What follows belongs to an exercise in optimizing a design on an open flow for small area, a short achievable clock period and few clock cycles per item; a production flow would make more cautious choices.
Function was checked by simulation only, so behaviour that the tests miss may differ from the original.
Power figures rest on the tool's default switching activity, not on a simulated workload.

**flow/config.mk**
```make
export PLATFORM = sky130hd
export DESIGN_NAME = muldiv_seq
export DESIGN_NICKNAME = muldiv_seq
export VERILOG_FILES = /design/flow/design.v
export SDC_FILE = /design/flow/constraint.sdc
export NUM_CORES = 4
export LEC_CHECK = 0
export CAP_MARGIN = 20
export CORE_MARGIN = 2
export CORE_UTILIZATION = 40
export SLEW_MARGIN = 20
```
**flow/constraint.sdc**
```tcl
create_clock -name core_clock -period 11.0 [get_ports {clk}]
set_input_delay 2.2000 -clock core_clock [delete_from_list [all_inputs] [get_ports {clk}]]
set_output_delay 2.2000 -clock core_clock [all_outputs]
set_load 0.01 [all_outputs]
```
**flow/design.v**
```verilog
module muldiv_seq (
   input  logic        clk,
   input  logic        rst,
   input  logic        start_i,
   input  logic [2:0]  op_i,
   input  logic [31:0] rs1_i,
   input  logic [31:0] rs2_i,
   input  logic        flush_i,
   output logic        stall_o,
   output logic        busy_o,
   output logic        done_o,
   output logic [31:0] result_o
);
   logic        busy_q, done_q;
   logic        accept, run, last, fast;
   assign accept = ~busy_q & start_i & ~flush_i;
   assign run    = busy_q & ~done_q;
   always_ff @(posedge clk or negedge rst) begin
      if (!rst) begin
         busy_q <= 1'b0;
         done_q <= 1'b0;
      end else if (!busy_q) begin
         busy_q <= accept;
         done_q <= accept & fast;
      end else if (done_q || flush_i) begin
         busy_q <= 1'b0;
         done_q <= 1'b0;
      end else begin
         done_q <= last;
      end
   end
   assign stall_o = rst & (accept | run);
   assign busy_o  = busy_q;
   assign done_o  = done_q;
   function automatic logic [5:0] bitlen(input logic [31:0] x);
      logic [5:0] n;
      n = '0;
      for (int i = 0; i < 32; i++) if (x[i]) n = i + 1;
      bitlen = n;
   endfunction
   logic        is_mul, sa, sb, an, bn, b_zero, swap;
   logic [31:0] a_m, b_m;
   logic [5:0]  na, nb, nmin, na_est;
   logic [6:0]  dq;         
   logic [4:0]  skip;       
   assign is_mul = ~op_i[2];
   assign sa     = is_mul ? (op_i[1:0] != 2'b11) : ~op_i[0];
   assign sb     = is_mul ? ~op_i[1] : ~op_i[0];
   assign an     = sa & rs1_i[31];
   assign bn     = sb & rs2_i[31];
   assign a_m    = rs1_i ^ {32{an}};
   assign b_m    = rs2_i ^ {32{bn}};
   assign na     = bitlen(a_m);
   assign nb     = bitlen(b_m);
   assign b_zero = (rs2_i == '0);
   assign swap   = (na < nb);                    
   assign nmin   = swap ? na : nb;
   assign na_est = na + {5'd0, an};              
   assign dq     = {1'b0, na_est} - {1'b0, nb};  
   assign skip   = (dq[6] || dq[5]) ? 5'd0 : ~dq[4:0];   
   assign fast   = ~is_mul & (b_zero | dq[6]);
   logic [33:0] hi;
   logic [31:0] lo;
   logic        ylast;
   logic [5:0]  n_q;        
   logic [1:0]  j8_q;       
   logic        j4_q;       
   logic        x_q;        
   logic        neg_q;      
   logic        fix_q;      
   logic        mul_q, v_rs2_q, v_sgn_q, bneg_q, rem_q;
   logic        res_hi_q, res_one_q, res_zero_q;
   logic st_norm, st_j8, st_j4, st_x, st_neg, st_fix;
   always_comb begin
      st_norm = 1'b0; st_j8 = 1'b0; st_j4 = 1'b0; st_x = 1'b0; st_neg = 1'b0; st_fix = 1'b0;
      if (mul_q) begin
         if (n_q != 0)       st_norm = 1'b1;
         else if (j8_q != 0) st_j8   = 1'b1;
         else                st_x    = 1'b1;
      end else begin
         if (neg_q)          st_neg  = 1'b1;
         else if (j8_q != 0) st_j8   = 1'b1;
         else if (j4_q)      st_j4   = 1'b1;
         else if (n_q != 0)  st_norm = 1'b1;
         else                st_fix  = 1'b1;
      end
   end
   always_comb begin
      if (mul_q)
         last = st_x | (~x_q & ((st_norm & (n_q == 6'd1) & (j8_q == 2'd0)) | (st_j8 & (j8_q == 2'd1))));
      else
         last = st_fix | (st_norm & (n_q == 6'd1) & ~fix_q);
   end
   logic [31:0] v, res_pre;
   logic [34:0] v_ext;
   assign res_pre = res_hi_q ? hi[31:0] : lo;
   assign v       = st_fix ? res_pre : ((v_rs2_q & ~st_neg) ? rs2_i : rs1_i);
   assign v_ext   = {{3{v_sgn_q & ~st_fix & v[31]}}, v};
   logic       b1, b0, d_one, d_two, d_neg;
   assign b1    = ~st_x & lo[1];
   assign b0    = ~st_x & lo[0];
   assign d_one = mul_q ? (b0 ^ ylast) : 1'b1;
   assign d_two = mul_q & ((b1 & ~b0 & ~ylast) | (~b1 & b0 & ylast));
   assign d_neg = mul_q ? b1 : (~bneg_q | st_neg | st_fix);
   logic        x_mul, x_div;
   logic [34:0] add_x, add_y, sum;
   assign x_mul = mul_q;
   assign x_div = ~mul_q & ~st_neg & ~st_fix;
   assign add_x = ({35{x_mul}} & {hi[33], hi}) | ({35{x_div}} & {2'b00, hi[31:0], lo[31]});
   assign add_y = d_one ? v_ext : (d_two ? {v_ext[33:0], 1'b0} : 35'd0);
   assign sum   = add_x + (add_y ^ {35{d_neg}}) + {34'd0, d_neg};
   logic ge;
   assign ge = ~sum[34];
   always_ff @(posedge clk) begin
      if (!busy_q) begin
         hi        <= '0;
         lo        <= (is_mul & ~swap) ? rs2_i : rs1_i;
         ylast     <= 1'b0;
         mul_q     <= is_mul;
         v_rs2_q   <= ~is_mul | swap;
         v_sgn_q   <= (is_mul & ~swap) ? sa : sb;
         bneg_q    <= bn;
         rem_q     <= op_i[1];
         if (is_mul) begin
            if (nmin[5]) begin
               n_q  <= 6'd16;
               j8_q <= 2'd0;
               x_q  <= 1'b1;
            end else begin
               n_q  <= {1'b0, {1'b0, nmin[4:3]} + 3'd1, 2'b00};
               j8_q <= ~nmin[4:3];
               x_q  <= 1'b0;
            end
            j4_q <= 1'b0;
         end else begin
            j8_q <= skip[4:3];
            j4_q <= skip[2];
            n_q  <= 6'd32 - {1'b0, skip[4:2], 2'b00};
            x_q  <= 1'b0;
         end
         neg_q      <= ~is_mul & an;
         fix_q      <= ~is_mul & (op_i[1] ? an : (an ^ bn));
         res_hi_q   <= is_mul ? (op_i[1:0] != 2'b00) : (op_i[1] & ~fast);
         res_one_q  <= ~is_mul & ~op_i[1] & b_zero;
         res_zero_q <= ~is_mul & ~op_i[1] & ~b_zero & dq[6];
      end else begin
         if (st_norm) begin
            if (mul_q) begin
               hi    <= {sum[34], sum[34:2]};
               lo    <= {sum[1:0], lo[31:2]};
               ylast <= lo[1];
            end else begin
               hi    <= {2'b00, ge ? sum[31:0] : {hi[30:0], lo[31]}};
               lo    <= {lo[30:0], ge};
            end
            n_q <= n_q - 6'd1;
         end else if (st_j8) begin
            if (mul_q) begin
               hi <= {{8{hi[33]}}, hi[33:8]};
               lo <= {hi[7:0], lo[31:8]};
            end else begin
               hi <= {2'b00, hi[23:0], lo[31:24]};
               lo <= {lo[23:0], 8'd0};
            end
            j8_q <= j8_q - 2'd1;
         end else if (st_j4) begin
            hi   <= {2'b00, hi[27:0], lo[31:28]};
            lo   <= {lo[27:0], 4'd0};
            j4_q <= 1'b0;
         end else begin     
            hi       <= st_neg ? 34'd0 : sum[33:0];
            lo       <= sum[31:0];
            res_hi_q <= res_hi_q | ~st_neg;
            neg_q    <= 1'b0;
            fix_q    <= fix_q & st_neg;
         end
      end
   end
   assign result_o = res_one_q ? 32'hFFFF_FFFF : (res_zero_q ? 32'd0 : res_pre);
endmodule
```
**flow/run.sh**
```bash
#!/bin/bash
# synth_recipe.tcl (not shown) runs the flow's synth.tcl, then flattens the netlist and writes it again
# the make line also repeats each setting of config.mk as NAME=value (left out here)
make -C /OpenROAD-flow-scripts/flow DESIGN_CONFIG=/design/flow/config.mk WORK_HOME=/design/flow/orfs CLKGATE_MAP_FILE= SYNTH_SCRIPT=/design/flow/synth_recipe.tcl finish
```
==> results.txt <==
-- worst reg2reg max path, cell delays in order, from the launching register on --
cell and delay (ns):
edfxtp_1 0.32, buf_4 0.64, nand2b_1 0.21, buf_4 0.20
nand2_2 0.54, mux2i_1 0.57, mux2i_1 0.24, a22oi_1 0.27
xnor2_1 0.09, ha_1 0.41, a2111oi_0 0.77, nand2b_1 0.20
o211ai_1 0.32, a21oi_1 0.16, o21ai_0 0.31, a21oi_1 0.13
o21ai_0 0.16, nand2b_1 0.08, xnor2_1 0.45, o21ai_0 0.27
a31o_1 0.28
-- logic make-up (layout without fill, tap and decap cells) --
family                     after synthesis  in the layout  share of synthesized area (%)
adders and majority gates               51             51                          5.191
and+or+nand+nor                        511            511                          19.21
DFF                                     88             88                          15.77
AOI/OAI and AO/OA                      706            706                          36.44
muxes                                  154            154                          12.46
xor gates and xnor gates                71             71                          5.060
buffers and inverters                  190            197                          5.855
-- cell type report --
type	instances	area (µm²)
Clock buffer	14	267.8
Clock inverter	2	15.01
Fill cell	3152	16610
Inverter	50	187.7
Multi-Input combinational cell	1493	9787
Sequential cell	88	1962
Tap cell	396	495.5
Timing Repair Buffer	131	1266
-- placed cells by master, fill, tap and decap left out, types with 41 or more instances in the layout --
master / count
ha_1: 50
inv_1: 48
nand2_1: 171
clkdlybuf4s50_1: 105
nand3_1: 48
nor2_1: 144
a21oi_1: 199
a22o_1: 41
o21ai_0: 158
xnor2_1: 50
dfxtp_1: 67
mux2i_1: 147
-- through the flow --
step / hold slack, ns / cell area (µm²) / power, mW / util, %
after global placement: 0.5285 / 13670 / 3.177 / 44.69
after global routing: 0.5928 / 13980 / 3.840 / 45.71
after detailed placement: 0.5345 / 13670 / 3.196 / 44.69
final: 0.5497 / 13980 / 3.623 / 45.71
after floorplan: 0.5019 / 12440 / 2.335 / -
after CTS: 0.5496 / 13950 / 3.519 / 45.62
-- sequential cells by signal, indices dropped and copies added, names as in the netlist --
| register | flops |
|---|---|
| n_q | 6 |
| hi | 34 |
| res_hi_q | 1 |
| j4_q | 1 |
| res_one_q | 1 |
| j8_q | 2 |
| neg_q | 1 |
| lo | 32 |
| v_sgn_q | 1 |
| ylast | 1 |
| mul_q | 1 |
| res_zero_q | 1 |
| x_q | 1 |
| done_q | 1 |
| fix_q | 1 |
| bneg_q | 1 |
| v_rs2_q | 1 |
| busy_q | 1 |
-- routing by layer --
metal,vias to the layer above,GRT usage (%)
met5,-,0
met4,0,14.00
met3,128,4.507
met2,867,48.46
met1,6770,44.05
li1,6630,-
-- how the worst max path moves through the flow --
stage               startpoint     end  slack, ns
floorplan              op_i[1]  n_q[4]       4.38
global placement       op_i[2]  n_q[4]       3.06
detailed placement     op_i[2]  n_q[3]       2.90
CTS                    op_i[2]  n_q[3]       3.27
global route           op_i[2]  n_q[3]       2.66
finish                 op_i[2]  n_q[4]       3.15
-- power by group --
part	internal, mW	leakage (nW)	switching (mW)
Sequential	0.439	0.787	0.245
Clock	0.169	0.133	0.146
Combinational	0.972	4.67	1.65
Total	1.58	5.59	2.04
==> summary.md <==
| Metric | Value |
|---|---|
| Critical path start-end classification | in2reg |
| Final WL | 53.32 mm |
| Post-route insts no fill | 2174 |
| RSZ-0062 raised after global routing | false |
| WP buf/inv | 2 |
| Status | timing/DRC/antenna clean |
| Syn nets | 1893 |
| CP Depth | 25 |
| RD Place Congestion | 0.9893 |
| Top Layer Used | met4 |
| Register bit total from synthesis | 88 |
| FMAX | 127.5 MHz |
| Core area | 0.03059 mm² |
| Worst hold path class | reg2reg |
| Antenna-violating nets left | 0 |
| Hpwl dp | 40.24 mm |
| Die width | 180.3 µm |
| Mapped cell area | 0.01244 mm² |
| Post-synth EDFFs | 19 |
| Vias per cell | 6.621 |
| Largest net degree at the start of global routing | 80 |
| First-pass GRT wire length | 80.71 mm |
| Root buffer cell | clkbuf_16 |
| Fin crit share | 71.32% |
| Overflow after GRT | 0 |
| Min Tclk post-route | 7.846 ns |
| Clock transition at path regs | 0.07 ns |
| IO Count | 106 |
| Final Hold Vio Count | 0 |
| Die area | 0.03252 mm² |
| Worst Setup End Kind | register |
| Hold buffer count at cts | 0 |
| Critical path's largest stage delay | 0.74 ns |
| CP delay by family, top | compound AO/OA/AOI/OAI gates |
| Total GRT Usage | 31.64% |
| Top cells by count, synth | a21oi_1, nand2_1, o21ai_0 |
| Max IR drop VDD | 0.0001108 V |
| Clock buffer count from CTS | 9 |
| Top-area cell type share of the netlist area | 11.83% |
| R2R setup slack | 4.28 ns |
| Final worst slack | 3.154 ns |
| Die Ht | 180.3 µm |
| Static Leak | 5.593 nW |
| CP required | 11.10 ns |
| Reg-to-reg critical path endpoint | lo[22] |
| CTS resizes | 0 |
| Area growth from synthesis to layout | 12.40% |
| R2R Path Start | mul_q |
| 1st-iter DRT viols | 2171 |
| Worst-margin pin slew | 1.067 ns |
| Synth area leader | mux2i_1 |
| Fraction of layout cells with a size suffix above 1 | 4.331% |
| Pre-CTS setup slack | 2.902 ns |
| Setup_tns | 0 ns |
| Clk_skew | 0.01251 ns |
| Slowest stage cell, crit path | clkdlybuf4s50_1 |
| # diodes | 0 |
| Hold Path Depth | 2 |
| Hold path start | hi[33] |
| Initial core utilization | 40.66% |
| Netlist cell types | 79 |
| Top cells by area, synth | mux2i_1, dfxtp_1, a21oi_1, o21ai_0, nand2_1 |
| Cell row count | 64 |
| Max clock buf depth | 2 |
| Hold EP | hi[33] |
| Worst slew margin | 28.23% |
| Cell mode on critical path | o21ai_0 |
| Vias | 14400 |
| 1st-pass router iterations | 8 |
| Antenna violations before repair | 0 |
| Max-Cap Viols | 0 |
| Wire length on met2 | 22.86 mm |
| Postcts setup bufs | 0 |
| I/O Buffers | 105 |
| Post-synthesis sequential area ratio | 15.77% |
| Syn avg cell area | 7.023 µm² |
| Metal-1 WL | 22.88 mm |
| Fin nets | 1895 |
| Crit Path Max Fanout | 23 |
| Placed Instances | 2157 |
| WP data arrival | 7.95 ns |
| Vias in the first global route | 13160 |
| Cell count after synthesis | 1771 |
| Most common flop cell mapped by yosys | dfxtp_1 |
| DR DRC count | 0 |
| CTS tree | yes |
| Async SR Flop Fraction | 2.273% |
| Slew Viols, Final | 0 |
| Metal3 WL | 5.094 mm |
| # clock sinks | 88 |
| Final setup vio count | 0 |
| Worst setup SP type | primary input |
| Most common cell in the netlist | a21oi_1 |
| FF-to-FF path depth | 20 |
| Synth warnings | 1 |
| H-tree levels | 3 |
| Clk Latency, worst-skew pair | 0.37 ns |
| Avg WL per Cell | 24.53 µm |
| Power Density | 259.1 mW/mm² |
Testbench counts, summed over its fixed seeds: cycles 28,921, items 2,400.

[separate check: timing with driven ports]
How much do the figures lean on ideal ports? The routed layout below was timed once more, with nothing changed but the port constraints.
Step 1 assumes that a clkbuf_16 drives the clock port and a buf_2 every other input.
Step 2 adds t to the input delays and takes it off the output delays; t is the mean of the earliest and latest rising clock arrival at the registers after step 1. Input paths then give back, and output paths get back, about the clock's delay inside the block.
Three values: no drivers, after step 1, after step 2; two values: the first two.
shift t [ns]: 0.417
setup slack, ns: 3.154 / 3.183 / 2.766
worst hold slack (ns): 0.550 / 0.550 / 0.550
worst setup path after step 2: input to register
worst slew at a driven data input, ns: 0.04
After both steps setup and hold are still met in this run. The setup slack of this run moves by +0.029 ns with the drivers and by -0.388 ns with both steps.
